Background: an optimization exercise with open tools, aiming at small area and few clock cycles. Do not read the settings as production practice.
Where RTL was checked, it was by simulation tests only, not by an equivalence proof against the original.
Only the layout flow was run in run 3; the RTL was not checked for function there.
No activity file was given, so power comes from the tool's default toggle rates.

==> design/flow/design.v <==
package spq_pkg;
  localparam int DEPTH    = 16;
  localparam int KEY_BITS = 16;
  localparam int ID_BITS  = 16;
  localparam int OCC_BITS = 5;
  localparam int RANK_W   = 4;
  localparam int INJ_STEP = 4;
endpackage
module spq_cell (
  input  logic                         do_ins,
  input  logic                         pend,
  input  logic [spq_pkg::RANK_W-1:0]   pend_level,
  input  logic [spq_pkg::OCC_BITS-1:0] count,
  input  logic [spq_pkg::KEY_BITS-1:0] new_key,
  input  logic [spq_pkg::KEY_BITS-1:0] key,
  input  logic [spq_pkg::RANK_W-1:0]   level,
  output logic                         free,
  output logic                         below,
  output logic                         at_count,
  output logic [spq_pkg::RANK_W-1:0]   level_next
);
  logic                       held;
  logic                       lt;
  logic                       raise;
  logic [spq_pkg::RANK_W-1:0] level_now;
  function automatic logic key_lt(input logic [spq_pkg::KEY_BITS-1:0] a,
                                  input logic [spq_pkg::KEY_BITS-1:0] b);
    logic [spq_pkg::KEY_BITS-1:0] l;
    logic [spq_pkg::KEY_BITS-1:0] g;
    l = ~a & b;
    g = a & ~b;
    for (int w = 1; w < spq_pkg::KEY_BITS; w = w * 2) begin
      for (int j = 0; j + w < spq_pkg::KEY_BITS; j = j + 2 * w) begin
        l[j] = l[j + w] | (~g[j + w] & l[j]);
        g[j] = g[j + w] | (~l[j + w] & g[j]);
      end
    end
    key_lt = l[0];
  endfunction
  assign held      = pend || ({1'b0, level} < count);
  assign free      = !held;
  assign lt        = key_lt(key, new_key);
  assign below     = held && lt;
  assign at_count  = (level == count[spq_pkg::RANK_W-1:0]);
  assign raise     = held ? lt : at_count;
  assign level_now = pend ? pend_level : level;
  assign level_next = level_now + spq_pkg::RANK_W'(do_ins && raise);
endmodule
module sorted_priority_queue (
  input  logic          clk,
  input  logic          rst,
  input  logic          cmd_valid,
  output logic          cmd_ready,
  input  logic [32:0]   cmd,
  output logic          res_valid,
  input  logic          res_ready,
  output logic [22:0]   res
);
  localparam int N    = spq_pkg::DEPTH;
  localparam int STEP = spq_pkg::INJ_STEP;
  localparam int NINJ = N / STEP;
  logic [spq_pkg::OCC_BITS-1:0] count;
  logic [1:0]                   kind;
  logic                         res_free;
  logic                         accept;
  logic                         is_ins;
  logic                         is_full;
  logic                         is_empty;
  logic                         can_ins;
  logic                         do_ins;
  logic                         do_rm;
  logic [N-1:0]                 free;
  logic [N-1:0]                 below;
  logic [N-1:0]                 below_q;
  logic [N-1:0]                 at_count;
  logic [N-1:0]                 inject;
  logic [NINJ-1:0]              pend_q;
  logic [spq_pkg::RANK_W-1:0]   n_below;
  logic [spq_pkg::RANK_W-1:0]   pend_level;
  logic [spq_pkg::KEY_BITS-1:0] key        [N];
  logic [spq_pkg::ID_BITS-1:0]  id         [N];
  logic [spq_pkg::RANK_W-1:0]   level      [N];
  logic [spq_pkg::RANK_W-1:0]   level_next [N];
  logic [spq_pkg::ID_BITS-1:0]  removed_id;
  always_comb begin
    inject  = '0;
    can_ins = 1'b0;
    for (int i = STEP - 1; i < N; i += STEP) begin
      inject[i] = free[i] && !can_ins;
      can_ins   = can_ins || free[i];
    end
  end
  assign res_free  = !res_valid || res_ready;
  assign is_ins    = !cmd[32];
  assign is_full   = count[spq_pkg::OCC_BITS-1];
  assign is_empty  = (count == '0);
  assign cmd_ready = res_free && (!is_ins || is_full || can_ins);
  assign accept    = cmd_valid && cmd_ready;
  assign do_ins    = accept && is_ins && !is_full;
  assign do_rm     = accept && !is_ins && !is_empty;
  always_comb begin
    n_below = '0;
    for (int i = 0; i < N; i++) n_below = n_below + spq_pkg::RANK_W'(below_q[i]);
  end
  assign pend_level = spq_pkg::RANK_W'(count) - 1'b1 - n_below;
  for (genvar i = 0; i < N; i++) begin : g_cell
    localparam int NX = (i + 1) % N;
    localparam bit PEND_POS = (i % STEP) == 0;
    logic pend;
    if (PEND_POS) begin : g_pend
      assign pend = pend_q[(i + N - 1) % N / STEP];
    end else begin : g_nopend
      assign pend = 1'b0;
    end
    spq_cell u_cell (
      .do_ins     (do_ins),
      .pend       (pend),
      .pend_level (pend_level),
      .count      (count),
      .new_key    (cmd[31:16]),
      .key        (key[i]),
      .level      (level[i]),
      .free       (free[i]),
      .below      (below[i]),
      .at_count   (at_count[i]),
      .level_next (level_next[i])
    );
    always_ff @(posedge clk) begin
      level[NX] <= level_next[i];
    end
    if ((i + 1) % STEP == 0) begin : g_inj
      always_ff @(posedge clk) begin
        if (do_ins && inject[i]) begin
          key[NX] <= cmd[31:16];
          id[NX]  <= cmd[15:0];
        end else begin
          key[NX] <= key[i];
          id[NX]  <= id[i];
        end
      end
    end else begin : g_pass
      always_ff @(posedge clk) begin
        key[NX] <= key[i];
        id[NX]  <= id[i];
      end
    end
  end
  always_ff @(posedge clk) begin
    below_q <= below;
    for (int k = 0; k < NINJ; k++) begin
      pend_q[k] <= !rst && do_ins && inject[k * STEP + STEP - 1];
    end
  end
  always_comb begin
    removed_id = '0;
    for (int i = 0; i < N; i++) begin
      if (at_count[i]) removed_id = removed_id | id[i];
    end
  end
  assign res = {kind[1] && !kind[0], kind[0] && !kind[1],
                (&kind) ? removed_id : spq_pkg::ID_BITS'(0), count};
  always_ff @(posedge clk) begin
    if (rst) begin
      count     <= '0;
      res_valid <= 1'b0;
    end else begin
      if (do_ins) count <= count + 1'b1;
      if (do_rm)  count <= count - 1'b1;
      if (accept) begin
        res_valid <= 1'b1;
      end else if (res_ready) begin
        res_valid <= 1'b0;
      end
    end
  end
  always_ff @(posedge clk) begin
    if (accept) begin
      kind <= is_ins ? {is_full, 1'b0} : {!is_empty, 1'b1};
    end
  end
endmodule
==> design/flow/run.sh <==
#!/bin/bash
# synth_recipe.tcl (not shown) runs the flow's synth.tcl, then flattens the netlist and writes it again
# the make line also repeats each setting of config.mk as NAME=value (left out here)
make -C /OpenROAD-flow-scripts/flow DESIGN_CONFIG=/design/flow/config.mk WORK_HOME=/design/flow/orfs CLKGATE_MAP_FILE= SYNTH_SCRIPT=/design/flow/synth_recipe.tcl finish
==> design/flow/config.mk <==
export PLATFORM = sky130hd
export DESIGN_NAME = sorted_priority_queue
export DESIGN_NICKNAME = sorted_priority_queue
export VERILOG_FILES = /design/flow/design.v
export SDC_FILE = /design/flow/constraint.sdc
export NUM_CORES = 4
export LEC_CHECK = 0
export ABC_AREA = 1
export CAP_MARGIN = 20
export CORE_MARGIN = 2
export CORE_UTILIZATION = 40
export SLEW_MARGIN = 20
==> design/flow/constraint.sdc <==
create_clock -name core_clock -period 5.0 [get_ports {clk}]
set_input_delay 1.0000 -clock core_clock [delete_from_list [all_inputs] [get_ports {clk}]]
set_output_delay 1.0000 -clock core_clock [all_outputs]
set_load 0.01 [all_outputs]
==> impl_metrics.ini, run 1 <==
[logic_synthesis]
synth_cell_type_count = 50
muxShareOfSynthArea_pct = 0.169
synth_top_family_by_area = simple AND/OR/NAND/NOR gates
netlist_top_cells_area = dfxtp_1 51%, nand2_1 9.9%, ha_1 6.1%, inv_1 5.2%, o21ai_0 4.3%
netlist_instances = 2856
ys_ff_latch = 604
ys_warn_count = 9
syn_area_mm2 = 0.0237
synth-simple-area-share_pct = 19.1
synth_seq_area_share_pct = 51.1
synthAdderAreaFrac_pct = 7.08
avgSynthCellArea_um2 = 8.31
syn_nets = 3020
synth_compound_area_share_pct = 13.8
synth-edff-count = 2
synth_top_cell_area_share_pct = 50.8
yosysTopAreaCell = dfxtp_1
synth-xor-area-share_pct = 1.48
synthFlopType = dfxtp_1
async_reset_ff_share_pct = 0

[setup_path]
r2r-end = level[9][3]
crit_path_start_kind = flip-flop
path_class = flip-flop to primary output
required_ps = 4000
crit_path_end = res[12]
crit_path_end_kind = primary output
r2r_cells = 15
cp_max_fo = 15
r2r-start = below_q[3]
r2r_setup_slack_ps = 390
startpoint = count[1]
arrival_ps = 3770

[floorplan]
die_w_um = 248
start_util_pct = 40.3
die_y_um = 248
core_area_mm2 = 0.0588
num_io_pins = 62
num_rows = 89
dieArea_mm2 = 0.0613

[grt]
grt.total_usage_pct = 21.0
grt_pass1_vias = 18400
grt_pass1_wl_um = 100000
grt_max_degree = 50
antenna_found_initial = 2
grt_overflow = 0

[sta]
worst_slack_ps = 233
post-route-period-util_pct = 95.3
fin_setup_tns_ps = 0
maxSlewViolCount = 0
finClkSkew_ps = 58.9
timing.fmax_mhz = 210
setup_viol = 0
rsz0062_at_grt = false
finalHoldViolations = 0
finalCriticalPeriod_ps = 4770
worstMarginPinSlew_ps = 932
max_slew_margin_pct = 37.7

[layout]
layout_common_cells = 627 x nand2_1, 602 x dfxtp_1, 331 x inv_1, 258 x nor2_1, 203 x o21ai_0
final_common_cell = nand2_1
nets = 3111
final_layout_size_suffix_gt1_share_pct = 7.04
fillers = 5522
syn_to_final_growth_pct = 15.8

[placement]
hpwl_um = 44300
gp_congestion = 0.871
numPortBuffers = 61
preCtsSetupSlack_ps = 401

[detailed_routing]
ant_nets = 0
drc = 0
post_drt_wl_per_cell_um = 16.9
num_vias = 19000
finalWirelength_um = 63900
vias_per_cell = 5.03
dr.pass1.iters = 5
drt-initial-drc-count = 1297

[clocking]
numCtsBuffers = 61
clockBufferDepth = 3
postCtsSetupRepairBufs = 0
htree_levels = 2
tritoncts = yes
clock_latency_ps = 650
cts.sinks = 604
path_clk_slew_ps = 60
cts-root-buf = clkbuf_16

[power_and_ir_drop]
p_leak_uw = 0.0127
peakVddDrop_v = 0.000760
p_per_area_mw_per_mm2 = 820
pwr-share-comb_pct = 41.7
pwr-share-seq_pct = 37.7
p_int_uw = 13400
switching_share_pct = 40.7
p_sw_uw = 9170
clkPwrFrac_pct = 20.6

[outcome]
status = timing/DRC/antenna clean

[job]
cap_violations = 0

[worst_hold_path]
hp-class = flip-flop to flip-flop
-- sequential cells by signal, summed over array words and instances (netlist names) --
name,flops
res_valid,1
kind,2
pend_q,4
id,256
level,64
key,256
below_q,16
count,5
-- repair_timing --
item | in CTS | in global routing
hold buffers | 0 | 0
gates resized for setup | 0 | 2
setup endpoints to repair | 0 | 2
-- power by group through the flow --
stage               Combinational [uW]  Sequential [uW]  Clock (uW)
detailed placement                9330             8530           0
CTS                               9420             8480        4720
floorplan                         6430             8080           0
global route                     10600             8780        4930
global placement                  9150             8520           0
finish                            9390             8500        4640
-- cell families (layout without fill, tap and decap cells) --
kind of cell               after synthesis  count (layout)
adders and majority gates              127             127
buffers and inverters                  438             579
xor gates and xnor gates                40              40
DFF                                    604             604
muxes                                    4               4
other                                    0               1
AOI/OAI and AO/OA                      547             547
and+or+nand+nor                       1096            1096
-- layer usage --
layer,share of wire (%),global-route usage (%)
met2,46,34.8
met3,4.7,3.15
met5,0.025,0
met1,46,28.1
met4,2.8,6.62
-- area by class of cell --
cell class	count	area, um2	share of cell area, %
Clock inverter	24	277	1.01
Antenna cell	1	2.50	0.00911
Inverter	340	1280	4.65
Clock buffer	89	1800	6.56
Timing Repair Buffer	126	1140	4.14
Multi-Input combinational cell	1814	9900	36.0
Tap cell	773	967	3.52
Sequential cell	604	12100	44.1
-- metrics by stage --
step | hold slack [ps] | total power (uW) | cells | instance area (um2) | util [%]
4_1_cts | 287 | 22600 | 3770 | 27500 | 46.7
2_1_floorplan | 331 | 14500 | 2856 | 23700 | -
5_1_grt | 302 | 24300 | 3770 | 27500 | 46.7
3_3_place_gp | 332 | 17700 | 3657 | 25400 | 43.2
6_report | 294 | 22500 | 3771 | 27500 | 46.7
3_5_place_dp | 335 | 17900 | 3657 | 25400 | 43.2
-- synthesized netlist by cell type, drive strengths merged, types with 21 or more instances --
master and number:
buf 46, inv 336, o22ai 39, a31oi 63, dfxtp 602, nor2 262
nor3 40, or2 24, nand2 627, clkbuf 52, o21ai 218, a21boi 27
a21oi 96, ha 115, xnor2 23, a22o 27, nand3 99, nand4 21
-- worst min path at each step --
stage,end,slack [ps],from,cells past startpoint
floorplan,id[10][0],330,id[9][0],0
global placement,id[14][7],330,id[13][7],0
detailed placement,id[15][10],340,id[14][10],0
CTS,key[11][0],290,key[10][0],0
global route,key[11][0],300,key[10][0],0
finish,key[11][0],290,key[10][0],0
-- worst max-delay path: stages, from the launching register on --
cell,delay [ps]
dfxtp_1,330
inv_1,370
buf_4,290
ha_1,250
nand2_1,70
inv_1,60
nand3_1,100
inv_1,130
buf_4,250
nand2_1,90
nand3_1,70
a211oi_1,290
nand3_1,200
nand2_1,100
inv_1,50
clkdlybuf4s50_1,470
Testbench counts, summed over its fixed seeds: cycles 26,690.
==> run 2: changes to the inputs <==
--- a/design/flow/config.mk
+++ b/design/flow/config.mk
@@ -5,7 +5,6 @@
 export SDC_FILE = /design/flow/constraint.sdc
 export NUM_CORES = 4
 export LEC_CHECK = 0
-export ABC_AREA = 1
 export CAP_MARGIN = 20
 export CORE_MARGIN = 2
 export CORE_UTILIZATION = 40
==> impl_metrics.ini, run 2 <==
[sta]
maxSlewViolCount = 0
worstMarginPinSlew_ps = 1010
rsz0062_at_grt = false
worst_slack_ps = 273
setup_viol = 0
finalCriticalPeriod_ps = 4730
max_slew_margin_pct = 31.0
post-route-period-util_pct = 94.5
finClkSkew_ps = 45.0
fin_setup_tns_ps = 0
finalHoldViolations = 0
whs_ps = 343
timing.fmax_mhz = 212

[setup_path]
required_ps = 4000
crit_path_end_kind = primary output
r2r_setup_slack_ps = 360
r2r-start = below_q[3]
arrival_ps = 3730
crit_path_start_kind = flip-flop
r2r-end = level[9][3]
cp_max_fo = 17
r2r_cells = 15
path_class = flip-flop to primary output

[floorplan]
num_io_pins = 62
core_area_mm2 = 0.0575
dieArea_mm2 = 0.0599
die_w_um = 245
die_y_um = 245
num_rows = 88
start_util_pct = 40.3

[layout]
regArea_mm2 = 0.0121
syn_to_final_growth_pct = 17.1
final_layout_size_suffix_gt1_share_pct = 9.84
fillers = 5234
multi_input_area_mm2 = 0.0102
nets = 2381
final_common_cell = dfxtp_1
largest_registers = id x256, key x256, level x64
layout_common_cells = 601 x dfxtp_1, 115 x ha_1, 112 x maj3_1, 98 x mux2_1, 95 x inv_1
diodes = 0

[logic_synthesis]
synth-edff-count = 2
netlist_top_cells_area = dfxtp_1 52%, ha_1 6.2%, maj3_1 4.8%, mux2_1 4.8%, nor2b_1 2.3%
synthTopCellsByCount = 602 x dfxtp_1, 115 x ha_1, 112 x maj3_1, 98 x mux2_1, 97 x inv_1
avgSynthCellArea_um2 = 10.9
async_reset_ff_share_pct = 0
syn_nets = 2288
synth_seq_area_share_pct = 52.3
yosysTopAreaCell = dfxtp_1
ys_warn_count = 9
syn_area_mm2 = 0.0232
synth_cell_type_count = 75
synth_top_cell_area_share_pct = 52.0
ys_ff_latch = 604
post-synth-top-count-cell = dfxtp_1
netlist_instances = 2124
synthFlopType = dfxtp_1

[power_and_ir_drop]
peakVddDrop_v = 0.000779
finalPower_uw = 22500
p_leak_uw = 0.0110
p_per_area_mw_per_mm2 = 830

[detailed_routing]
vias_per_cell = 5.37
dr.pass1.iters = 5
num_vias = 16300
ant_nets = 0
drt-initial-drc-count = 1209
post_drt_wl_per_cell_um = 20.7
drc = 0
finalWirelength_um = 62700

[clocking]
htree_levels = 2
clockBufferDepth = 3
tritoncts = yes
cts.sinks = 604
numCtsBuffers = 59
path_clk_slew_ps = 70
cts-root-buf = clkbuf_16
clock_latency_ps = 650

[outcome]
status = timing/DRC/antenna clean

[worst_hold_path]
hold_path_depth = 0
hold_path_end = key[14][0]
min-delay-start = key[13][0]
hp-class = flip-flop to flip-flop

[grt]
grt_pass1_vias = 16800
grt.total_usage_pct = 21.0
grt_pass1_wl_um = 97700
antenna_found_initial = 0
grt_max_degree = 40
grt_overflow = 0

[placement]
numPortBuffers = 61
gp_congestion = 0.841
hpwl_um = 42600
preCtsSetupSlack_ps = 306

[job]
cap_violations = 0
-- run 2: changes by cell type after synthesis, sizes merged, moves of 76 or more --
cell,previous run,this run
nor2,262,67
inv,336,111
maj3,0,120
nand2,627,89
nor2b,0,87
o21ai,218,77
mux2,0,101
nand3,99,23
-- run 2: final cells by class --
| class | instances | area share [%] |
|---|---|---|
| flip-flops and latches | 604 | 44.6 |
| inverters | 111 | 1.56 |
| well taps | 765 | 3.53 |
| clock inverters | 32 | 1.70 |
| clock buffers | 79 | 6.20 |
| multi-input cells | 1302 | 37.6 |
| repair buffers | 139 | 4.73 |
-- run 2: kinds of logic after synthesis --
| logic type | after synthesis | synth area share (%) |
|---|---|---|
| adders and majority gates | 247 | 12.5 |
| DFF | 604 | 52.3 |
| xor gates and xnor gates | 41 | 1.55 |
| buffers and inverters | 218 | 3.73 |
| muxes | 121 | 5.77 |
| AOI/OAI and AO/OA | 473 | 14.5 |
| and+or+nand+nor | 420 | 9.66 |
-- run 2: worst max path at each step --
stage               start            to  slack [ps]  depth (start not counted)
2_1_floorplan  below_q[3]  level[13][3]         860                         15
3_3_place_gp      cmd[25]  level[10][2]         280                         11
3_5_place_dp      cmd[16]  level[10][2]         310                         13
4_1_cts          count[3]       res[19]          20                          9
5_1_grt        below_q[3]  level[13][3]         110                         15
6_report         count[3]       res[19]         270                         10
-- run 2: per-stage QoR --
stage	utilization [%]	std cells	instance area (um2)
CTS	47.1	3025	27100
detailed placement	43.4	2914	24900
global route	47.2	3032	27100
floorplan	-	2124	23200
finish	47.2	3032	27100
global placement	43.4	2914	24900
-- run 2: report_power, final --
part	switching, uW	internal, uW	leakage (uW)	total, uW
Combinational	5160	4000	0.00495	9160
Clock	1980	2850	0.00104	4830
Sequential	1450	7070	0.00505	8530
-- run 2: metal layers --
layer  up-vias  GRT usage (%)  wire length (um)
met5         -              0                 0
met2       426           33.7             28300
met4         0           7.57              1870
met3       110           3.35              3340
li1       7845              -                 -
met1      7912           28.6             29200
-- run 2: what timing repair did --
action	CTS	global route
gates resized for setup	0	3
endpoints found under the hold margin	0	0
hold buffers	0	0
buffers inserted	0	7
endpoints found under the setup margin	0	7
-- run 2: critical path, stage by stage (launching register included) --
cell and delay [ps]:
dfxtp_1 490, clkinvlp_4 170, buf_12 180, ha_1 310, and4_1 190, buf_4 350
a22o_1 210, a221oi_1 40, and3_1 190, a31oi_1 290, clkdlybuf4s50_1 630
==> run 3: changes to the inputs <==
--- a/design/flow/design.v
+++ b/design/flow/design.v
@@ -25,17 +25,12 @@
   logic [spq_pkg::RANK_W-1:0] level_now;
   function automatic logic key_lt(input logic [spq_pkg::KEY_BITS-1:0] a,
                                   input logic [spq_pkg::KEY_BITS-1:0] b);
-    logic [spq_pkg::KEY_BITS-1:0] l;
-    logic [spq_pkg::KEY_BITS-1:0] g;
-    l = ~a & b;
-    g = a & ~b;
-    for (int w = 1; w < spq_pkg::KEY_BITS; w = w * 2) begin
-      for (int j = 0; j + w < spq_pkg::KEY_BITS; j = j + 2 * w) begin
-        l[j] = l[j + w] | (~g[j + w] & l[j]);
-        g[j] = g[j + w] | (~l[j + w] & g[j]);
-      end
+    logic ge;
+    ge = 1'b1;
+    for (int j = 0; j < spq_pkg::KEY_BITS; j++) begin
+      ge = (a[j] & ~b[j]) | (a[j] & ge) | (~b[j] & ge);
     end
-    key_lt = l[0];
+    key_lt = ~ge;
   endfunction
   assign held      = pend || ({1'b0, level} < count);
   assign free      = !held;
==> impl_metrics.ini, run 3 <==
[floorplan]
num_io_pins = 62
core_area_mm2 = 0.0564
die_y_um = 243
start_util_pct = 40.4
dieArea_mm2 = 0.0589
num_rows = 87
die_w_um = 243

[detailed_routing]
num_vias = 15800
ant_nets = 0
finalWirelength_um = 60100
dr.pass1.iters = 8
drt-initial-drc-count = 1188
post_drt_wl_per_cell_um = 20.6
drc = 0
vias_per_cell = 5.42

[sta]
whs_ps = 344
finalCriticalPeriod_ps = 4820
finClkSkew_ps = 24.7
timing.fmax_mhz = 207
fin_setup_tns_ps = 0
setup_viol = 0
post-route-period-util_pct = 96.4
max_slew_margin_pct = 42.8
maxSlewViolCount = 0
finalHoldViolations = 0
worstMarginPinSlew_ps = 850
rsz0062_at_grt = false

[layout]
layout_common_cells = 602 x dfxtp_1, 122 x inv_1, 115 x ha_1, 87 x mux2_2, 84 x nand2b_1
final_layout_size_suffix_gt1_share_pct = 15.8
fillers = 5139
diodes = 0
largest_registers = id x256, key x256, level x64
nets = 2267
syn_to_final_growth_pct = 17.2
utilization_pct = 47.4
final_common_cell = dfxtp_1

[setup_path]
required_ps = 4000
r2r_setup_slack_ps = 460
startpoint = count[2]
arrival_ps = 3820
crit_path_end_kind = primary output
cp_max_fo = 17
crit_path_start_kind = flip-flop
r2r_cells = 15
path_class = flip-flop to primary output
r2r-start = below_q[3]
r2r-end = level[1][3]

[worst_hold_path]
min-delay-start = id[5][7]
hold_path_depth = 0
hold_path_end = id[6][7]
hp-class = flip-flop to flip-flop

[logic_synthesis]
synth-simple-area-share_pct = 8.75
ys_ff_latch = 604
yosysTopAreaCell = dfxtp_1
synth_top_family_by_area = compound AO/OA/AOI/OAI gates
synth-edff-count = 2
syn_nets = 2172
synth_compound_area_share_pct = 13.9
synth-xor-area-share_pct = 1.57
synth_seq_area_share_pct = 53.1
netlist_instances = 2008
synthFlopType = dfxtp_1
netlist_top_cells_area = dfxtp_1 53%, ha_1 6.3%, mux2_2 4.3%, maj3_1 3.6%, nand2b_1 2.3%
synth_top_cell_area_share_pct = 52.9
synthTopCellsByCount = 602 x dfxtp_1, 123 x inv_1, 115 x ha_1, 87 x mux2_2, 84 x nand2b_1
post-synth-top-count-cell = dfxtp_1
synth_cell_type_count = 68
syn_area_mm2 = 0.0228
muxShareOfSynthArea_pct = 6.33
avgSynthCellArea_um2 = 11.4
async_reset_ff_share_pct = 0
synthAdderAreaFrac_pct = 12.3
ys_warn_count = 9

[grt]
grt_max_degree = 37
antenna_found_initial = 0
grt_pass1_wl_um = 93400
grt.total_usage_pct = 20.2
grt_overflow = 0
grt_pass1_vias = 16200

[clocking]
clockBufferDepth = 3
cts.sinks = 604
clock_latency_ps = 600
tritoncts = yes
htree_levels = 3
cts-root-buf = clkbuf_16
numCtsBuffers = 67
hold_buffers = 0
path_clk_slew_ps = 60

[power_and_ir_drop]
p_leak_uw = 0.0108
p_per_area_mw_per_mm2 = 775
peakVddDrop_v = 0.000988

[outcome]
status = timing/DRC/antenna clean

[job]
cap_violations = 0

[placement]
gp_congestion = 0.798
numPortBuffers = 61
hpwl_um = 39500
[run 3: changes by cell type in the layout (fill, tap and decap cells not counted), sizes merged, moves of 19 or more]
cell,previous run,this run
a222oi,1,45
a22o,48,29
nor2,67,42
nand2,89,68
clkbuf,79,100
[run 3: worst max-delay path by stage]
stage	cells after the start	endpoint
floorplan	15	level[13][3]
global placement	15	level[13][3]
detailed placement	11	level[14][2]
CTS	9	res[18]
global route	10	res[18]
finish	10	res[19]
[run 3: worst max-delay path, stage by stage (launching register included)]
cell and delay, ps:
dfxtp_1 550, clkinvlp_4 270, buf_4 240, ha_1 300
and4_1 190, buf_4 320, a22o_1 190, a221oi_1 40
and3_1 210, a31oi_1 290, clkdlybuf4s50_1 600
[run 3: cells by family after synthesis]
| group | count (synthesis) |
|---|---|
| XOR/XNOR | 41 |
| AO/OA/AOI/OAI | 424 |
| adder cells (fa/ha/maj) | 235 |
| flip-flops | 604 |
| AND/OR/NAND/NOR | 355 |
| multiplexers | 123 |
| buffers and inverters | 226 |
[run 3: stage by stage]
stage	instances	cell area, um2	setup slack (ps)	total power, uW
global placement	2788	24400	546	15600
CTS	2907	26700	88.8	20800
finish	2909	26700	181	20700
detailed placement	2788	24400	387	15700
floorplan	2008	22800	864	13400
global route	2909	26700	25.5	22000
[run 3: where the power goes]
group	leakage [uW]	total [uW]	internal (uW)	switching, uW
clock network	0.00112	4960	2980	1980
registers	0.00505	8230	6880	1350
logic	0.00461	7510	3390	4120
total	0.0108	20700	13300	7450
[run 3: what timing repair did]
action                                  CTS  global route
gates resized for setup                   0             1
endpoints found under the setup margin    0             6
setup buffers                             0             2
[run 3: area by class of cell]
class / count / area [um2] / area share, %
sequential: 604 / 12100 / 45.3
multi-input combinational: 1178 / 9780 / 36.6
clock buffer: 100 / 2030 / 7.62
timing repair buffer: 122 / 1130 / 4.23
tap: 756 / 946 / 3.54
inverter: 130 / 492 / 1.84
clock inverter: 19 / 220 / 0.824
[run 3: routing by layer]
metal  vias up  GRT usage (%)  part of all wire [%]
li1       7453              -                     -
met1      7714           27.6                    47
met2       487           31.4                    44
met3       100           4.26                   6.4
met4         0           7.16                   2.4
met5         -              0                     0
==> run 4: changes to the inputs <==
--- a/design/flow/design.v
+++ b/design/flow/design.v
@@ -4,7 +4,7 @@
   localparam int ID_BITS  = 16;
   localparam int OCC_BITS = 5;
   localparam int RANK_W   = 4;
-  localparam int INJ_STEP = 4;
+  localparam logic [DEPTH-1:0] INJ_AT = 16'b1001_0100_1001_0100;
 endpackage
 module spq_cell (
   input  logic                         do_ins,
@@ -51,9 +51,7 @@
   input  logic          res_ready,
   output logic [22:0]   res
 );
-  localparam int N    = spq_pkg::DEPTH;
-  localparam int STEP = spq_pkg::INJ_STEP;
-  localparam int NINJ = N / STEP;
+  localparam int N = spq_pkg::DEPTH;
   logic [spq_pkg::OCC_BITS-1:0] count;
   logic [1:0]                   kind;
   logic                         res_free;
@@ -69,7 +67,7 @@
   logic [N-1:0]                 below_q;
   logic [N-1:0]                 at_count;
   logic [N-1:0]                 inject;
-  logic [NINJ-1:0]              pend_q;
+  logic [N-1:0]                 pend_q;
   logic [spq_pkg::RANK_W-1:0]   n_below;
   logic [spq_pkg::RANK_W-1:0]   pend_level;
   logic [spq_pkg::KEY_BITS-1:0] key        [N];
@@ -80,9 +78,11 @@
   always_comb begin
     inject  = '0;
     can_ins = 1'b0;
-    for (int i = STEP - 1; i < N; i += STEP) begin
-      inject[i] = free[i] && !can_ins;
-      can_ins   = can_ins || free[i];
+    for (int i = 0; i < N; i++) begin
+      if (spq_pkg::INJ_AT[i]) begin
+        inject[i] = free[i] && !can_ins;
+        can_ins   = can_ins || free[i];
+      end
     end
   end
   assign res_free  = !res_valid || res_ready;
@@ -100,10 +100,9 @@
   assign pend_level = spq_pkg::RANK_W'(count) - 1'b1 - n_below;
   for (genvar i = 0; i < N; i++) begin : g_cell
     localparam int NX = (i + 1) % N;
-    localparam bit PEND_POS = (i % STEP) == 0;
     logic pend;
-    if (PEND_POS) begin : g_pend
-      assign pend = pend_q[(i + N - 1) % N / STEP];
+    if (spq_pkg::INJ_AT[(i + N - 1) % N]) begin : g_pend
+      assign pend = pend_q[i];
     end else begin : g_nopend
       assign pend = 1'b0;
     end
@@ -123,7 +122,7 @@
     always_ff @(posedge clk) begin
       level[NX] <= level_next[i];
     end
-    if ((i + 1) % STEP == 0) begin : g_inj
+    if (spq_pkg::INJ_AT[i]) begin : g_inj
       always_ff @(posedge clk) begin
         if (do_ins && inject[i]) begin
           key[NX] <= cmd[31:16];
@@ -142,8 +141,8 @@
   end
   always_ff @(posedge clk) begin
     below_q <= below;
-    for (int k = 0; k < NINJ; k++) begin
-      pend_q[k] <= !rst && do_ins && inject[k * STEP + STEP - 1];
+    for (int i = 0; i < N; i++) begin
+      pend_q[(i + 1) % N] <= !rst && do_ins && inject[i];
     end
   end
   always_comb begin
==> impl_metrics.ini, run 4 <==
[outcome]
status = timing/DRC/antenna clean

[sta]
fin_setup_tns_ps = 0
setup_viol = 0
finalHoldViolations = 0
max_slew_margin_pct = 43.1
maxSlewViolCount = 0
finClkSkew_ps = 20.2
rsz0062_at_grt = false
finalCriticalPeriod_ps = 4730
post-route-period-util_pct = 94.7
worstMarginPinSlew_ps = 848
timing.fmax_mhz = 211

[placement]
numPortBuffers = 61
hpwl_um = 42400
gp_congestion = 0.827
dpl_cell_area_mm2 = 0.0252
dp_cells = 2964

[floorplan]
num_rows = 88
dieArea_mm2 = 0.0607
start_util_pct = 40.6
num_io_pins = 62
die_w_um = 246
die_y_um = 246
core_area_mm2 = 0.0579

[setup_path]
crit_path_start_kind = flip-flop
required_ps = 5530
crit_path_end_kind = flip-flop
arrival_ps = 5260
r2r_setup_slack_ps = 270
path_class = flip-flop to flip-flop
cp_max_fo = 6

[logic_synthesis]
syn_nets = 2344
synth_top_cell_area_share_pct = 51.5
synthFlopType = dfxtp_1
netlist_instances = 2180
synth_seq_area_share_pct = 51.7
async_reset_ff_share_pct = 0
ys_ff_latch = 606
synth-edff-count = 2
post-synth-top-count-cell = dfxtp_1
netlist_top_cells_area = dfxtp_1 51%, ha_1 6.1%, mux2_2 6.1%, maj3_1 2.4%, nor2b_1 2.4%
ys_warn_count = 9
avgSynthCellArea_um2 = 10.8
syn_area_mm2 = 0.0235
synthTopCellsByCount = 604 x dfxtp_1, 127 x mux2_2, 118 x nand2_1, 115 x ha_1
synth_cell_type_count = 67
yosysTopAreaCell = dfxtp_1

[grt]
grt_max_degree = 48
grt.total_usage_pct = 21.2
grt_pass1_wl_um = 100000
antenna_found_initial = 0
grt_overflow = 0
grt_pass1_vias = 17200

[clocking]
numCtsBuffers = 66
tritoncts = yes
cts-root-buf = clkbuf_16
cts.sinks = 606
clock_latency_ps = 610
hold_buffers = 0
htree_levels = 3
clockBufferDepth = 3
path_clk_slew_ps = 60

[detailed_routing]
post_drt_wl_per_cell_um = 21.0
num_vias = 17000
drc = 0
ant_nets = 0
drt-initial-drc-count = 1371
dr.pass1.iters = 8
finalWirelength_um = 64600
vias_per_cell = 5.51

[layout]
diodes = 0
syn_to_final_growth_pct = 16.7
final_common_cell = dfxtp_1
regArea_mm2 = 0.0122
nets = 2433
fin_cells = 3079
largest_registers = id x256, key x256, level x64
final_layout_size_suffix_gt1_share_pct = 15.2
layout_common_cells = 604 x dfxtp_1, 127 x mux2_2, 116 x nand2_1, 115 x ha_1, 96 x o21ai_0
fillers = 5321
utilization_pct = 47.4
multi_input_area_mm2 = 0.0105
finish.instance_area_mm2 = 0.0274

[power_and_ir_drop]
peakVddDrop_v = 0.00145
finalPower_uw = 21500
p_per_area_mw_per_mm2 = 782
p_leak_uw = 0.0111

[job]
cap_violations = 0

[worst_hold_path]
hp-class = flip-flop to flip-flop
-- run 4: cell types whose count changed in the layout (fill, tap and decap cells not counted), moves of 30 or more --
| cell | before | now |
|---|---|---|
| mux2_2 | 87 | 127 |
| nand2_1 | 67 | 116 |
| nand2b_1 | 84 | 53 |
| o21ai_0 | 65 | 96 |
| nor2_1 | 38 | 87 |
| o22ai_1 | 22 | 52 |
-- run 4: through the flow --
stage          hold slack (ps)  setup slack, ps
2_1_floorplan              323              771
3_3_place_gp               332              184
3_5_place_dp               335              176
4_1_cts                    347              102
5_1_grt                    352             45.4
6_report                   343              267
-- run 4: final timing paths --
check        startpoint           end  depth (start not counted)
max reg2reg  below_q[3]  level[12][3]                         14
min          key[13][0]    key[14][0]                          0
min reg2reg  key[13][0]    key[14][0]                          0
max          below_q[3]  level[12][3]                         14
-- run 4: repair_timing --
item | CTS | global route
buffers inserted | 2 | 0
setup endpoints to repair | 1 | 7
resized for setup | 2 | 2
-- run 4: kinds of logic after synthesis --
group / Yosys count / share of synthesized area (%)
mux: 151 / 7.11
simple gates: 456 / 10.1
buf+inv: 219 / 3.82
flops: 606 / 51.7
xor+xnor: 41 / 1.53
compound gates: 511 / 15.6
fa+ha+maj: 196 / 10.1
-- run 4: area by class of cell --
class | instances | share of cell area, %
multi-input combinational | 1355 | 38.2
inverter | 105 | 1.45
timing repair buffer | 135 | 4.52
tap | 765 | 3.49
clock buffer | 91 | 7.02
clock inverter | 22 | 0.994
sequential | 606 | 44.3
-- run 4: where the power goes --
part	leakage (uW)	internal, uW	switching [uW]
combinational	0.00494	3440	4510
clock	0.00109	2880	2040
sequential	0.00506	7110	1480
total	0.0111	13400	8020
-- run 4: metal layers --
| layer | up-vias | track usage, % | wire (um) |
|---|---|---|---|
| met4 | 0 | 7.87 | 1670 |
| met3 | 112 | 3.25 | 3760 |
| met1 | 8282 | 28.7 | 29500 |
| met2 | 497 | 34.2 | 29700 |
| met5 | - | 0 | 0 |
| li1 | 8074 | - | - |
-- run 4: critical path, stage by stage, from the launching register on --
cell and delay (ps):
dfxtp_1 310, fa_1 560, inv_1 60, fa_1 470
inv_1 40, ha_1 180, fa_1 420, fa_1 490
fa_1 490, inv_1 50, ha_1 300, xnor2_1 680
mux2i_1 260, nor2_1 210, xnor2_1 140
Testbench counts of run 4, summed over its fixed seeds: cycles 25,354.
==> run 5: changes to the inputs <==
--- a/design/flow/config.mk
+++ b/design/flow/config.mk
@@ -8,4 +8,5 @@
 export CAP_MARGIN = 20
 export CORE_MARGIN = 2
 export CORE_UTILIZATION = 40
+export CTS_BUF_LIST = sky130_fd_sc_hd__clkbuf_4 sky130_fd_sc_hd__clkbuf_8
 export SLEW_MARGIN = 20
==> impl_metrics.ini, run 5 <==
[layout]
layout_common_cells = 604 x dfxtp_1, 129 x clkbuf_8, 127 x mux2_2, 116 x nand2_1, 115 x ha_1
syn_to_final_growth_pct = 16.5
finish.instance_area_mm2 = 0.0274
final_layout_size_suffix_gt1_share_pct = 17.8
nets = 2466
utilization_pct = 47.3
final_common_cell = dfxtp_1
fillers = 5348
largest_registers = id x256, key x256, level x64

[sta]
post-route-period-util_pct = 95.8
max_slew_margin_pct = 40.6
maxSlewViolCount = 0
worstMarginPinSlew_ps = 885
finalHoldViolations = 0
fin_setup_tns_ps = 0
setup_viol = 0
rsz0062_at_grt = false
timing.fmax_mhz = 209
finClkSkew_ps = 27.4
worst_slack_ps = 209
finalCriticalPeriod_ps = 4790

[detailed_routing]
ant_nets = 0
drc = 0
dr.pass1.iters = 6
drt-initial-drc-count = 1418
vias_per_cell = 5.48
num_vias = 17200
post_drt_wl_per_cell_um = 20.6
finalWirelength_um = 64700

[logic_synthesis]
avgSynthCellArea_um2 = 10.8
synth_seq_area_share_pct = 51.7
ys_warn_count = 9
synth_cell_type_count = 67
synthTopCellsByCount = 604 x dfxtp_1, 127 x mux2_2, 118 x nand2_1, 115 x ha_1
syn_area_mm2 = 0.0235
synth-edff-count = 2
post-synth-top-count-cell = dfxtp_1
ys_ff_latch = 606
yosysTopAreaCell = dfxtp_1
netlist_instances = 2180
netlist_top_cells_area = dfxtp_1 51%, ha_1 6.1%, mux2_2 6.1%, maj3_1 2.4%, nor2b_1 2.4%
async_reset_ff_share_pct = 0
syn_nets = 2344
synthFlopType = dfxtp_1
synth_top_cell_area_share_pct = 51.5

[worst_hold_path]
hold_path_end = key[14][0]
hold_path_depth = 0
min-delay-start = key[13][0]
hp-class = flip-flop to flip-flop

[setup_path]
crit_chain = clkinvlp_4 -> buf_12 -> buf_4 -> ha_1 -> and4_1 -> buf_4 -> a22o_1 -> a221oi_1 -> and3_1 -> a31oi_1 -> clkdlybuf4s50_1
cp_max_fo = 12
arrival_ps = 3790
critical_path_buf_inv_count = 5
crit_path_frequent_cell = buf_4
crit_path_end_kind = primary output
slowest_stage = clkdlybuf4s50_1
r2r_cells = 14
crit_family = buffers and inverters
path_class = flip-flop to primary output
r2r_setup_slack_ps = 250
r2r-start = below_q[3]
required_ps = 4000
worstSetupPathDepth = 11
crit_path_start_kind = flip-flop
critical-path-max-stage-delay_ps = 600
r2r-end = level[12][3]

[clocking]
htree_levels = 3
cts.sinks = 606
cts-root-buf = clkbuf_8
tritoncts = yes
clock_latency_ps = 710
hold_buffers = 0
path_clk_slew_ps = 50
numCtsBuffers = 99
clockBufferDepth = 3

[job]
cap_violations = 0

[floorplan]
die_y_um = 246
die_w_um = 246
num_rows = 88
dieArea_mm2 = 0.0607
start_util_pct = 40.6
num_io_pins = 62
core_area_mm2 = 0.0579

[placement]
hpwl_um = 42400
dpl_cell_area_mm2 = 0.0252
gp_congestion = 0.827
preCtsSetupSlack_ps = 176
numPortBuffers = 61

[grt]
grt.total_usage_pct = 21.2
grt_pass1_vias = 17400
grt_overflow = 0
grt_max_degree = 48
grt_pass1_wl_um = 100000
antenna_found_initial = 1

[power_and_ir_drop]
p_per_area_mw_per_mm2 = 772
p_leak_uw = 0.0111
finalPower_uw = 21100
peakVddDrop_v = 0.00148

[outcome]
status = timing/DRC/antenna clean
## run 5: changes by cell type in the layout (fill, tap and decap cells not counted), sizes merged
cell and change:
clkbuf +68, clkinvlp +3, diode +1, clkinv -7, bufinv -2
## run 5: area by class of cell
class | count | area [um2] | share of cell area [%]
inverters | 105 | 398 | 1.45
diodes | 1 | 2.50 | 0.00914
well taps | 765 | 957 | 3.50
clock inverters | 16 | 140 | 0.512
flip-flops and latches | 606 | 12200 | 44.4
multi-input cells | 1355 | 10500 | 38.3
repair buffers | 135 | 1240 | 4.53
clock buffers | 159 | 2000 | 7.31
## run 5: worst max-delay path by stage
stage,start,endpoint
6_report,count[2],res[6]
5_1_grt,count[2],res[17]
4_1_cts,count[1],cmd_ready
3_5_place_dp,below_q[3],level[4][3]
3_3_place_gp,below_q[3],level[12][3]
2_1_floorplan,below_q[3],level[12][3]
## run 5: cells by family (layout without fill, tap and decap cells)
kind of cell               count (synthesis)  count (layout)  synth area share (%)
AOI/OAI and AO/OA                        511             511                  15.6
xor gates and xnor gates                  41              41                  1.53
adders and majority gates                196             196                  10.1
buffers and inverters                    219             415                  3.82
DFF                                      606             606                  51.7
muxes                                    151             151                  7.11
other                                      0               1                     0
and+or+nand+nor                          456             456                  10.1
## run 5: metrics by stage
step | cells | hold slack (ps)
final | 3142 | 342
after global routing | 3142 | 337
after CTS | 3141 | 325
after detailed placement | 2964 | 335
after global placement | 2964 | 332
after floorplan | 2180 | 323
## run 5: routing by layer
metal	global-route usage, %	routed length [um]
met1	28.6	29500
met2	34.3	30000
met3	3.56	3770
met4	7.21	1430
met5	0	0
## run 5: what timing repair did
action                     4_1_cts  5_1_grt
setup endpoints to repair        2        7
setup buffers                    2        0
gates resized for setup          2        2
## run 5: report_power, final
| part | switching [uW] | leakage [uW] | internal [uW] |
|---|---|---|---|
| clock network | 1990 | 0.00113 | 2590 |
| registers | 1480 | 0.00506 | 7110 |
| logic | 4520 | 0.00494 | 3440 |
==> run 6: changes to the inputs <==
--- a/design/flow/config.mk
+++ b/design/flow/config.mk
@@ -8,5 +8,6 @@
 export CAP_MARGIN = 20
 export CORE_MARGIN = 2
 export CORE_UTILIZATION = 40
-export CTS_BUF_LIST = sky130_fd_sc_hd__clkbuf_4 sky130_fd_sc_hd__clkbuf_8
+export CTS_CLUSTER_DIAMETER = 60
+export CTS_CLUSTER_SIZE = 20
 export SLEW_MARGIN = 20
==> impl_metrics.ini, run 6 <==
[detailed_routing]
num_vias = 16900
drc = 0
dr.pass1.iters = 6
ant_nets = 0
drt-initial-drc-count = 1421
post_drt_wl_per_cell_um = 21.0
finalWirelength_um = 63700
vias_per_cell = 5.56

[clocking]
clockBufferDepth = 3
numCtsBuffers = 44
clock_latency_ps = 620
cts.sinks = 606
htree_levels = 2
tritoncts = yes
cts-root-buf = clkbuf_16
path_clk_slew_ps = 80

[job]
cap_violations = 0

[logic_synthesis]
synth_cell_type_count = 67
syn_area_mm2 = 0.0235
synth_top_family_by_area = compound AO/OA/AOI/OAI gates
avgSynthCellArea_um2 = 10.8
async_reset_ff_share_pct = 0
ys_warn_count = 9
synth-simple-area-share_pct = 10.1
synth-edff-count = 2
post-synth-top-count-cell = dfxtp_1
synthTopCellsByCount = 604 x dfxtp_1, 127 x mux2_2, 118 x nand2_1, 115 x ha_1
synth_seq_area_share_pct = 51.7
netlist_instances = 2180
muxShareOfSynthArea_pct = 7.11
syn_nets = 2344
ys_ff_latch = 606
yosysTopAreaCell = dfxtp_1
synthAdderAreaFrac_pct = 10.1
synth_top_cell_area_share_pct = 51.5
synth-xor-area-share_pct = 1.53
netlist_top_cells_area = dfxtp_1 51%, ha_1 6.1%, mux2_2 6.1%, maj3_1 2.4%, nor2b_1 2.4%
synthFlopType = dfxtp_1
synth_compound_area_share_pct = 15.6

[worst_hold_path]
min-delay-start = id[14][14]
hp-class = flip-flop to flip-flop

[layout]
largest_registers = id x256, key x256, level x64
finish.instance_area_mm2 = 0.0267
syn_to_final_growth_pct = 13.5
diodes = 0
layout_common_cells = 604 x dfxtp_1, 127 x mux2_2, 116 x nand2_1, 115 x ha_1, 96 x o21ai_0
final_layout_size_suffix_gt1_share_pct = 13.8
utilization_pct = 46.0
final_common_cell = dfxtp_1
fillers = 5375
nets = 2411

[sta]
fin_setup_tns_ps = 0
finClkSkew_ps = 26.6
rsz0062_at_grt = false
maxSlewViolCount = 0
post-route-period-util_pct = 96.3
max_slew_margin_pct = 44.3
finalHoldViolations = 0
timing.fmax_mhz = 208
worstMarginPinSlew_ps = 829
finalCriticalPeriod_ps = 4820
whs_ps = 336
setup_viol = 0

[power_and_ir_drop]
p_leak_uw = 0.0107
p_per_area_mw_per_mm2 = 760
peakVddDrop_v = 0.00148

[setup_path]
r2r-end = level[12][3]
slowest_stage = a2111oi_1
crit_path_end = cmd_ready
r2r-start = below_q[3]
critical_path_buf_inv_count = 4
crit_path_start_kind = flip-flop
crit_chain = inv_1 -> buf_4 -> ha_1 -> nor2b_1 -> o21a_1 -> o21a_1 -> a2111oi_1 -> buf_4 -> and3_1 -> a21oi_1 -> clkdlybuf4s50_1
r2r_cells = 14
startpoint = count[1]
cp_max_fo = 16
critical-path-max-stage-delay_ps = 590
r2r_setup_slack_ps = 240
worstSetupPathDepth = 11
crit_family = buffers and inverters
arrival_ps = 3820
crit_path_end_kind = primary output
required_ps = 4000
path_class = flip-flop to primary output

[floorplan]
num_rows = 88
start_util_pct = 40.6
num_io_pins = 62
dieArea_mm2 = 0.0607
core_area_mm2 = 0.0579
die_w_um = 246
die_y_um = 246

[grt]
grt_pass1_wl_um = 98700
antenna_found_initial = 0
grt_overflow = 0
grt.total_usage_pct = 20.9
grt_pass1_vias = 16900
grt_max_degree = 48

[placement]
gp_congestion = 0.827
numPortBuffers = 61
dpl_cell_area_mm2 = 0.0252
hpwl_um = 42400

[outcome]
status = timing/DRC/antenna clean
==> run 6: cell counts after synthesis <==
Identical to the previous run, type by type.
==> run 6: worst min-delay path by stage <==
stage / end / slack, ps / cells past startpoint
floorplan: key[10][0] / 320 / 0
global placement: key[14][0] / 330 / 0
detailed placement: key[4][0] / 340 / 0
CTS: id[15][14] / 340 / 0
global route: id[15][13] / 350 / 0
finish: id[15][14] / 340 / 0
==> run 6: metrics by stage <==
stage / cells / total power (uW) / setup slack (ps)
5_1_grt: 3037 / 21600 / 0.702
2_1_floorplan: 2180 / 13800 / 771
6_report: 3037 / 20300 / 183
3_3_place_gp: 2964 / 15900 / 184
3_5_place_dp: 2964 / 16100 / 176
4_1_cts: 3037 / 19900 / 101
==> run 6: report_power, final <==
part	internal [uW]	leakage, uW	switching (uW)	total, uW
registers	7100	0.00506	1480	8580
logic	3460	0.00494	4550	8010
clock network	1790	0.000683	1880	3670
total	12400	0.0107	7910	20300
==> run 6: layer usage <==
layer	GRT usage, %	vias up	part of all wire [%]
met5	0	-	0
met4	6.57	0	2.9
met3	3.02	114	5.2
met2	34.0	476	46
met1	28.6	8296	46
li1	-	8014	-
==> run 6: logic make-up (layout without fill, tap and decap cells) <==
group           after synthesis  count (layout)
flops                       606             606
compound gates              511             511
simple gates                456             456
buf+inv                     219             311
fa+ha+maj                   196             196
mux                         151             151
xor+xnor                     41              41
==> run 6: what timing repair did <==
| item | in CTS | in global routing |
|---|---|---|
| gates resized for setup | 2 | 1 |
| endpoints found under the setup margin | 1 | 6 |
| endpoints found under the hold margin | 0 | 0 |
| setup buffers | 2 | 0 |
| hold buffers | 0 | 0 |
==> run 6: area by class of cell <==
| cell class | count | area [um2] | share of cell area (%) |
|---|---|---|---|
| sequential | 606 | 12200 | 45.6 |
| clock inverter | 22 | 284 | 1.07 |
| clock buffer | 49 | 1150 | 4.32 |
| multi-input combinational | 1355 | 10500 | 39.3 |
| tap | 765 | 957 | 3.59 |
| inverter | 105 | 398 | 1.49 |
| timing repair buffer | 135 | 1240 | 4.65 |
==> run 7: changes to the inputs <==
--- a/design/flow/config.mk
+++ b/design/flow/config.mk
@@ -10,4 +10,5 @@
 export CORE_UTILIZATION = 40
 export CTS_CLUSTER_DIAMETER = 60
 export CTS_CLUSTER_SIZE = 20
+export GPL_TIMING_DRIVEN = 0
 export SLEW_MARGIN = 20
==> impl_metrics.ini, run 7 <==
[logic_synthesis]
synth-xor-area-share_pct = 1.53
synth_top_cell_area_share_pct = 51.5
netlist_top_cells_area = dfxtp_1 51%, ha_1 6.1%, mux2_2 6.1%, maj3_1 2.4%, nor2b_1 2.4%
ys_ff_latch = 606
synth-edff-count = 2
synth_compound_area_share_pct = 15.6
avgSynthCellArea_um2 = 10.8
synthAdderAreaFrac_pct = 10.1
muxShareOfSynthArea_pct = 7.11
yosysTopAreaCell = dfxtp_1
syn_area_mm2 = 0.0235
post-synth-top-count-cell = dfxtp_1
synth-simple-area-share_pct = 10.1
synthFlopType = dfxtp_1
synth_cell_type_count = 67
syn_nets = 2344
ys_warn_count = 9
async_reset_ff_share_pct = 0
synthTopCellsByCount = 604 x dfxtp_1, 127 x mux2_2, 118 x nand2_1, 115 x ha_1
synth_seq_area_share_pct = 51.7
synth_top_family_by_area = compound AO/OA/AOI/OAI gates
netlist_instances = 2180

[layout]
layout_common_cells = 602 x dfxtp_1, 127 x mux2_2, 118 x nand2_1, 115 x ha_1, 96 x o21ai_0
final_layout_size_suffix_gt1_share_pct = 13.8
largest_registers = id x256, key x256, level x64
fillers = 5420
syn_to_final_growth_pct = 13.7
diodes = 0
nets = 2450
final_common_cell = dfxtp_1

[setup_path]
crit_path_start_kind = flip-flop
r2r_setup_slack_ps = 310
arrival_ps = 3880
crit_path_end_kind = primary output
required_ps = 4000
cp_max_fo = 16
path_class = flip-flop to primary output

[clocking]
hold_buffers = 0
htree_levels = 2
cts.sinks = 606
tritoncts = yes
path_clk_slew_ps = 80
clock_latency_ps = 600
cts-root-buf = clkbuf_16
numCtsBuffers = 44
clockBufferDepth = 3

[sta]
post-route-period-util_pct = 97.5
worst_slack_ps = 123
setup_viol = 0
max_slew_margin_pct = 28.3
finalCriticalPeriod_ps = 4880
whs_ps = 345
finalHoldViolations = 0
finClkSkew_ps = 31.2
maxSlewViolCount = 0
timing.fmax_mhz = 205
worstMarginPinSlew_ps = 1080
rsz0062_at_grt = false

[job]
cap_violations = 0

[detailed_routing]
num_vias = 17200
vias_per_cell = 5.60
finalWirelength_um = 70000
drt-initial-drc-count = 1629
drc = 0
ant_nets = 0
post_drt_wl_per_cell_um = 22.8
dr.pass1.iters = 6

[grt]
antenna_found_initial = 1
grt_pass1_wl_um = 106000
grt_overflow = 0
grt.total_usage_pct = 23.0
grt_max_degree = 21
grt_pass1_vias = 17400

[power_and_ir_drop]
p_per_area_mw_per_mm2 = 791
peakVddDrop_v = 0.00182
p_leak_uw = 0.0107

[worst_hold_path]
hp-class = flip-flop to flip-flop

[floorplan]
num_rows = 88
die_w_um = 246
dieArea_mm2 = 0.0607
num_io_pins = 62
start_util_pct = 40.6
die_y_um = 246
core_area_mm2 = 0.0579

[placement]
preCtsSetupSlack_ps = -488
hpwl_um = 48900
numPortBuffers = 60
gp_congestion = 0.868

[outcome]
status = timing/DRC/antenna clean
run 7: cell counts after synthesis:
No cell type changed its count.
run 7: what timing repair did:
item | 4_1_cts | 5_1_grt
endpoints found under the setup margin | 23 | 15
resized for setup | 49 | 16
hold endpoints to repair | 0 | 0
setup buffers | 8 | 1
pin swaps | 0 | 2
run 7: final timing paths:
kind,to,from,depth (start not counted)
worst max register to register,level[1][3],below_q[6],13
worst min-delay path,id[7][13],id[6][13],0
worst max-delay path,res[16],count[3],9
worst min register to register,id[7][13],id[6][13],0
run 7: logic make-up (layout without fill, tap and decap cells):
kind of cell,after synthesis,count (layout)
flops,606,606
buf+inv,219,351
fa+ha+maj,196,196
simple gates,456,456
compound gates,511,511
mux,151,151
xor+xnor,41,41
run 7: through the flow:
stage	util [%]	power [uW]	area [um2]	TNS [ps]	cells
3_3_place_gp	43.3	15900	25100	-7180	3005
4_1_cts	46.1	20600	26700	0	3076
5_1_grt	46.1	22300	26700	0	3077
6_report	46.1	21100	26700	0	3077
2_1_floorplan	-	13800	23500	0	2180
3_5_place_dp	43.3	16200	25100	-6440	3006
run 7: power by group:
part / internal, uW / switching [uW]
registers: 7100 / 1510
logic: 3670 / 5140
clock network: 1860 / 1860
total: 12600 / 8500
run 7: metal layers:
metal  track usage [%]  vias up  part of all wire (%)  routed length, um
li1                  -     8124                     -                  -
met1              31.3     8347                    45              31200
met3              4.01      128                   7.0               4870
met2              37.5      630                    46              32200
met4              6.57        2                   2.6               1800
met5                 0        -                 0.014                 10
run 7: area by class of cell:
| class | instances | area, um2 | area share (%) |
|---|---|---|---|
| clock inverter | 23 | 299 | 1.12 |
| buffer | 104 | 520 | 1.95 |
| timing repair buffer | 70 | 713 | 2.67 |
| sequential | 606 | 12200 | 45.5 |
| inverter | 105 | 405 | 1.52 |
| clock buffer | 49 | 1140 | 4.27 |
| tap | 765 | 957 | 3.58 |
| multi-input combinational | 1355 | 10500 | 39.4 |
run 7: critical path, cell delays in order, from the launching register on:
cell	delay, ps
dfxtp_1	490
clkinvlp_4	170
buf_12	180
ha_1	300
and4_2	510
clkbuf_4	400
a222oi_1	150
and3_1	160
a31oi_1	310
clkdlybuf4s50_1	610
==> run 8: changes to the inputs <==
--- a/design/flow/config.mk
+++ b/design/flow/config.mk
@@ -7,8 +7,7 @@
 export LEC_CHECK = 0
 export CAP_MARGIN = 20
 export CORE_MARGIN = 2
-export CORE_UTILIZATION = 40
+export CORE_UTILIZATION = 60
 export CTS_CLUSTER_DIAMETER = 60
 export CTS_CLUSTER_SIZE = 20
-export GPL_TIMING_DRIVEN = 0
 export SLEW_MARGIN = 20
==> impl_metrics.ini, run 8 <==
[power_and_ir_drop]
p_leak_uw = 0.0106
finalPower_uw = 19800
peakVddDrop_v = 0.00103
p_per_area_mw_per_mm2 = 761

[logic_synthesis]
avgSynthCellArea_um2 = 10.8
ys_warn_count = 9
netlist_instances = 2180
synth_top_cell_area_share_pct = 51.5
syn_nets = 2344
synthTopCellsByCount = 604 x dfxtp_1, 127 x mux2_2, 118 x nand2_1, 115 x ha_1
synth_seq_area_share_pct = 51.7
async_reset_ff_share_pct = 0
ys_ff_latch = 606
netlist_top_cells_area = dfxtp_1 51%, ha_1 6.1%, mux2_2 6.1%, maj3_1 2.4%, nor2b_1 2.4%
post-synth-top-count-cell = dfxtp_1
yosysTopAreaCell = dfxtp_1
synth-edff-count = 2
synth_cell_type_count = 67
synthFlopType = dfxtp_1
syn_area_mm2 = 0.0235

[placement]
preCtsSetupSlack_ps = 146
numPortBuffers = 61
gp_congestion = 0.880
hpwl_um = 42600
dpl_cell_area_mm2 = 0.0248

[detailed_routing]
vias_per_cell = 6.03
dr.pass1.iters = 7
finalWirelength_um = 61000
drt-initial-drc-count = 1442
num_vias = 16700
drc = 0
post_drt_wl_per_cell_um = 21.9
ant_nets = 0

[clocking]
clockBufferDepth = 3
cts-root-buf = clkbuf_16
tritoncts = yes
numCtsBuffers = 40
path_clk_slew_ps = 80
cts.sinks = 606
hold_buffers = 0
clock_latency_ps = 600
htree_levels = 2

[sta]
post-route-period-util_pct = 94.8
maxSlewViolCount = 0
setup_viol = 0
worstMarginPinSlew_ps = 1010
fin_setup_tns_ps = 0
max_slew_margin_pct = 32.4
finalHoldViolations = 0
worst_slack_ps = 261
rsz0062_at_grt = false
whs_ps = 346
finalCriticalPeriod_ps = 4740
timing.fmax_mhz = 211
finClkSkew_ps = 28.9

[layout]
diodes = 0
final_layout_size_suffix_gt1_share_pct = 13.6
multi_input_area_mm2 = 0.0105
layout_common_cells = 604 x dfxtp_1, 127 x mux2_2, 116 x nand2_1, 115 x ha_1, 96 x o21ai_0
final_common_cell = dfxtp_1
nets = 2406
fillers = 3055
regArea_mm2 = 0.0122
syn_to_final_growth_pct = 11.0
finish.instance_area_mm2 = 0.0261
largest_registers = id x256, key x256, level x64

[grt]
grt_max_degree = 48
grt_overflow = 0
grt_pass1_wl_um = 95400
antenna_found_initial = 0
grt.total_usage_pct = 30.1
grt_pass1_vias = 17100

[floorplan]
die_y_um = 202
die_w_um = 202
num_io_pins = 62
num_rows = 72
start_util_pct = 60.8
dieArea_mm2 = 0.0408
core_area_mm2 = 0.0386

[setup_path]
crit_path_frequent_cell = buf_4
path_class = flip-flop to primary output
critical_path_buf_inv_count = 5
r2r_setup_slack_ps = 340
crit_family = buffers and inverters
arrival_ps = 3740
crit_chain = clkinvlp_4 -> buf_4 -> buf_4 -> ha_1 -> and4_1 -> buf_4 -> a221oi_1 -> and3_1 -> a31oi_1 -> clkdlybuf4s50_1
required_ps = 4000
critical-path-max-stage-delay_ps = 620
cp_max_fo = 17
crit_path_start_kind = flip-flop
crit_path_end_kind = primary output
slowest_stage = clkdlybuf4s50_1

[job]
cap_violations = 0

[outcome]
status = timing/DRC/antenna clean

[worst_hold_path]
hp-class = flip-flop to flip-flop
run 8: cell counts after synthesis:
No cell type changed its count.
run 8: kinds of logic after synthesis:
group / synth area share [%]
xor gates and xnor gates: 1.53
buffers and inverters: 3.82
muxes: 7.11
and+or+nand+nor: 10.1
adders and majority gates: 10.1
AOI/OAI and AO/OA: 15.6
DFF: 51.7
run 8: through the flow:
step / std cells / utilization [%]
finish: 2779 / 67.5
global placement: 2716 / 64.2
detailed placement: 2716 / 64.2
floorplan: 2180 / -
global route: 2779 / 67.5
CTS: 2777 / 67.4
run 8: final timing paths:
check / startpoint / endpoint / cells past startpoint
worst min register to register: id[9][0] / id[10][0] / 0
worst max register to register: below_q[3] / level[14][3] / 14
worst max-delay path: count[2] / res[18] / 10
worst min-delay path: id[9][0] / id[10][0] / 0
run 8: layout make-up:
class	instances	share of cell area, %
clock buffers	44	4.05
clock inverters	17	0.629
inverters	105	1.53
multi-input cells	1355	40.2
flip-flops and latches	606	46.6
well taps	518	2.49
repair buffers	134	4.49
run 8: power by group:
| group | internal (uW) | switching, uW | total [uW] |
|---|---|---|---|
| clock | 1600 | 1700 | 3300 |
| combinational | 3450 | 4520 | 7970 |
| sequential | 7100 | 1480 | 8580 |
| total | 12200 | 7700 | 19800 |
run 8: per-layer routing:
layer	global-route usage, %	vias up	routed length (um)
met1	40.6	8098	26900
met2	48.9	495	28200
met5	0	-	0
li1	-	8031	-
met3	3.92	122	3590
met4	12.6	0	2270
run 8: timing repair:
item,CTS,global route
gates resized for setup,0,3
buffers inserted,0,2
endpoints found under the setup margin,0,13
==> run 9: changes to the inputs <==
--- a/design/flow/config.mk
+++ b/design/flow/config.mk
@@ -7,7 +7,7 @@
 export LEC_CHECK = 0
 export CAP_MARGIN = 20
 export CORE_MARGIN = 2
-export CORE_UTILIZATION = 60
-export CTS_CLUSTER_DIAMETER = 60
-export CTS_CLUSTER_SIZE = 20
+export CORE_UTILIZATION = 40
+export CTS_CLUSTER_DIAMETER = 100
+export CTS_CLUSTER_SIZE = 30
 export SLEW_MARGIN = 20
==> impl_metrics.ini, run 9 <==
[layout]
diodes = 0
fillers = 5439
largest_registers = id x256, key x256, level x64
final_layout_size_suffix_gt1_share_pct = 12.5
syn_to_final_growth_pct = 10.6
multi_input_area_mm2 = 0.0105
final_common_cell = dfxtp_1
fin_cells = 3000
layout_common_cells = 604 x dfxtp_1, 127 x mux2_2, 116 x nand2_1, 115 x ha_1, 96 x o21ai_0
regArea_mm2 = 0.0122
nets = 2393

[setup_path]
crit_path_start_kind = flip-flop
r2r-start = below_q[3]
r2r_setup_slack_ps = 270
crit_path_end_kind = primary output
crit_chain = inv_1 -> buf_4 -> ha_1 -> nor2b_1 -> o21a_1 -> o21a_1 -> a2111oi_1 -> buf_4 -> and3_1 -> a21oi_1 -> clkdlybuf4s50_1
path_class = flip-flop to primary output
startpoint = count[1]
arrival_ps = 3830
cp_max_fo = 16
critical-path-max-stage-delay_ps = 600
slowest_stage = a2111oi_1
required_ps = 4000

[logic_synthesis]
synth_top_cell_area_share_pct = 51.5
synth_seq_area_share_pct = 51.7
synthFlopType = dfxtp_1
post-synth-top-count-cell = dfxtp_1
syn_nets = 2344
netlist_instances = 2180
synth_cell_type_count = 67
synth-edff-count = 2
syn_area_mm2 = 0.0235
netlist_top_cells_area = dfxtp_1 51%, ha_1 6.1%, mux2_2 6.1%, maj3_1 2.4%, nor2b_1 2.4%
ys_ff_latch = 606
synthTopCellsByCount = 604 x dfxtp_1, 127 x mux2_2, 118 x nand2_1, 115 x ha_1
yosysTopAreaCell = dfxtp_1
ys_warn_count = 9
async_reset_ff_share_pct = 0
avgSynthCellArea_um2 = 10.8

[sta]
finalHoldViolations = 0
fin_setup_tns_ps = 0
post-route-period-util_pct = 96.6
setup_viol = 0
max_slew_margin_pct = 43.3
finClkSkew_ps = 37.4
worstMarginPinSlew_ps = 845
finalCriticalPeriod_ps = 4830
rsz0062_at_grt = false
timing.fmax_mhz = 207
maxSlewViolCount = 0

[worst_hold_path]
min-delay-start = key[1][0]
hp-class = flip-flop to flip-flop

[power_and_ir_drop]
p_leak_uw = 0.0104
p_per_area_mw_per_mm2 = 733
peakVddDrop_v = 0.00148

[detailed_routing]
finalWirelength_um = 63200
drt-initial-drc-count = 1336
post_drt_wl_per_cell_um = 21.1
num_vias = 16700
dr.pass1.iters = 6
drc = 0
ant_nets = 0
vias_per_cell = 5.56

[grt]
grt_max_degree = 48
grt_pass1_wl_um = 97700
grt_overflow = 0
grt.total_usage_pct = 20.5
antenna_found_initial = 0
grt_pass1_vias = 16700

[floorplan]
num_rows = 88
start_util_pct = 40.6
die_w_um = 246
dieArea_mm2 = 0.0607
die_y_um = 246
core_area_mm2 = 0.0579
num_io_pins = 62

[job]
cap_violations = 0

[placement]
gp_congestion = 0.827
numPortBuffers = 61
hpwl_um = 42400
dp_cells = 2964

[clocking]
cts.sinks = 606
hold_buffers = 0
tritoncts = yes
htree_levels = 1
clock_latency_ps = 610
clockBufferDepth = 3
path_clk_slew_ps = 110
cts-root-buf = clkbuf_16
numCtsBuffers = 26

[outcome]
status = timing/DRC/antenna clean
==> run 9: what timing repair did <==
| action | CTS | global route |
|---|---|---|
| endpoints found under the hold margin | 0 | 0 |
| buffers inserted | 2 | 0 |
| gates resized for setup | 2 | 1 |
| pin swaps | 0 | 0 |
| endpoints found under the setup margin | 1 | 6 |
==> run 9: path summary, 6_finish.rpt <==
| check | endpoint | cells past startpoint |
|---|---|---|
| worst max-delay path | cmd_ready | 11 |
| worst min-delay path | key[2][0] | 0 |
| worst max register to register | level[4][3] | 14 |
| worst min register to register | key[2][0] | 0 |
==> run 9: final cells by class <==
type,instances,share of cell area (%)
sequential,606,46.7
multi-input combinational,1355,40.3
timing repair buffer,135,4.77
tap,765,3.68
clock buffer,26,2.50
inverter,105,1.53
clock inverter,8,0.472
==> run 9: kinds of logic (layout without fill, tap and decap cells) <==
| group | after synthesis | after routing | synth area share (%) |
|---|---|---|---|
| simple gates | 456 | 456 | 10.1 |
| fa+ha+maj | 196 | 196 | 10.1 |
| compound gates | 511 | 511 | 15.6 |
| buf+inv | 219 | 274 | 3.82 |
| mux | 151 | 151 | 7.11 |
| flops | 606 | 606 | 51.7 |
| xor+xnor | 41 | 41 | 1.53 |
==> run 9: worst max-delay path, delay by kind of cell (launching register included) <==
kind / cells / cell delay (ps)
DFF: 1 / 350
AOI/OAI and AO/OA: 4 / 1020
adders and majority gates: 1 / 300
buffers and inverters: 4 / 1180
and+or+nand+nor: 2 / 400
==> run 9: routing by layer <==
layer / up-vias / share of wire (%) / track usage, %
met3: 95 / 5.6 / 2.45
met5: - / 0 / 0
li1: 7949 / - / -
met1: 8169 / 46 / 28.5
met2: 476 / 46 / 33.6
met4: 0 / 2.7 / 5.62
==> run 9: through the flow <==
stage          hold slack [ps]  util (%)  area (um2)  power, uW  setup slack (ps)
5_1_grt                    354      44.9       26000      20400              5.17
3_3_place_gp               332      43.5       25200      15900               184
6_report                   343      44.9       26000      19100               169
2_1_floorplan              323         -       23500      13800               771
3_5_place_dp               335      43.5       25200      16100               176
4_1_cts                    348      44.9       26000      18700               129
==> run 9: power by group <==
part | internal (uW) | leakage [uW] | switching [uW]
Clock | 992 | 0.000376 | 1590
Combinational | 3430 | 0.00494 | 4500
Sequential | 7090 | 0.00506 | 1470

## static timing again, ports no longer ideal
In the flow no input, the clock included, has a driving cell. The finished layouts below were timed again as built, in two steps.
Step 1, drivers: a clkbuf_16 drives clk and a buf_2 each remaining input, both assumed.
Step 2 moves the port delays by t, midway between the first and last clock arrival at a register: inputs arrive t later, outputs are due t later. That takes back most of the time a late clock gives input paths.
Three values: no drivers, after step 1, after step 2; two values: the first two.
| run | t (ns) | setup WS [ns] | worst setup path after step 2 | clock arrival spread, ns |
|---|---|---|---|---|
| run 1 | 0.679 | 0.233 / 0.173 / 0.391 | register to register | 0.064 / 0.065 |
| run 2 | 0.686 | 0.273 / 0.216 / 0.251 | input to register | 0.051 / 0.051 |
| run 3 | 0.647 | 0.181 / 0.120 / 0.433 | input to register | 0.030 / 0.030 |
| run 4 | 0.657 | 0.267 / 0.224 / 0.176 | input to register | 0.024 / 0.023 |
| run 5 | 0.745 | 0.209 / 0.155 / 0.192 | input to register | 0.032 / 0.032 |
| run 6 | 0.665 | 0.183 / 0.125 / 0.183 | input to register | 0.027 / 0.027 |
| run 7 | 0.643 | 0.123 / 0.064 / 0.133 | input to register | 0.033 / 0.033 |
| run 8 | 0.643 | 0.261 / 0.201 / 0.338 | register to register | 0.031 / 0.031 |
| run 9 | 0.653 | 0.169 / 0.109 / 0.193 | input to register | 0.037 / 0.037 |
After both steps every run listed still meets setup and hold. The setup slack of run 4, which loses most, moves by -0.043 ns with the drivers and by -0.091 ns with both steps.
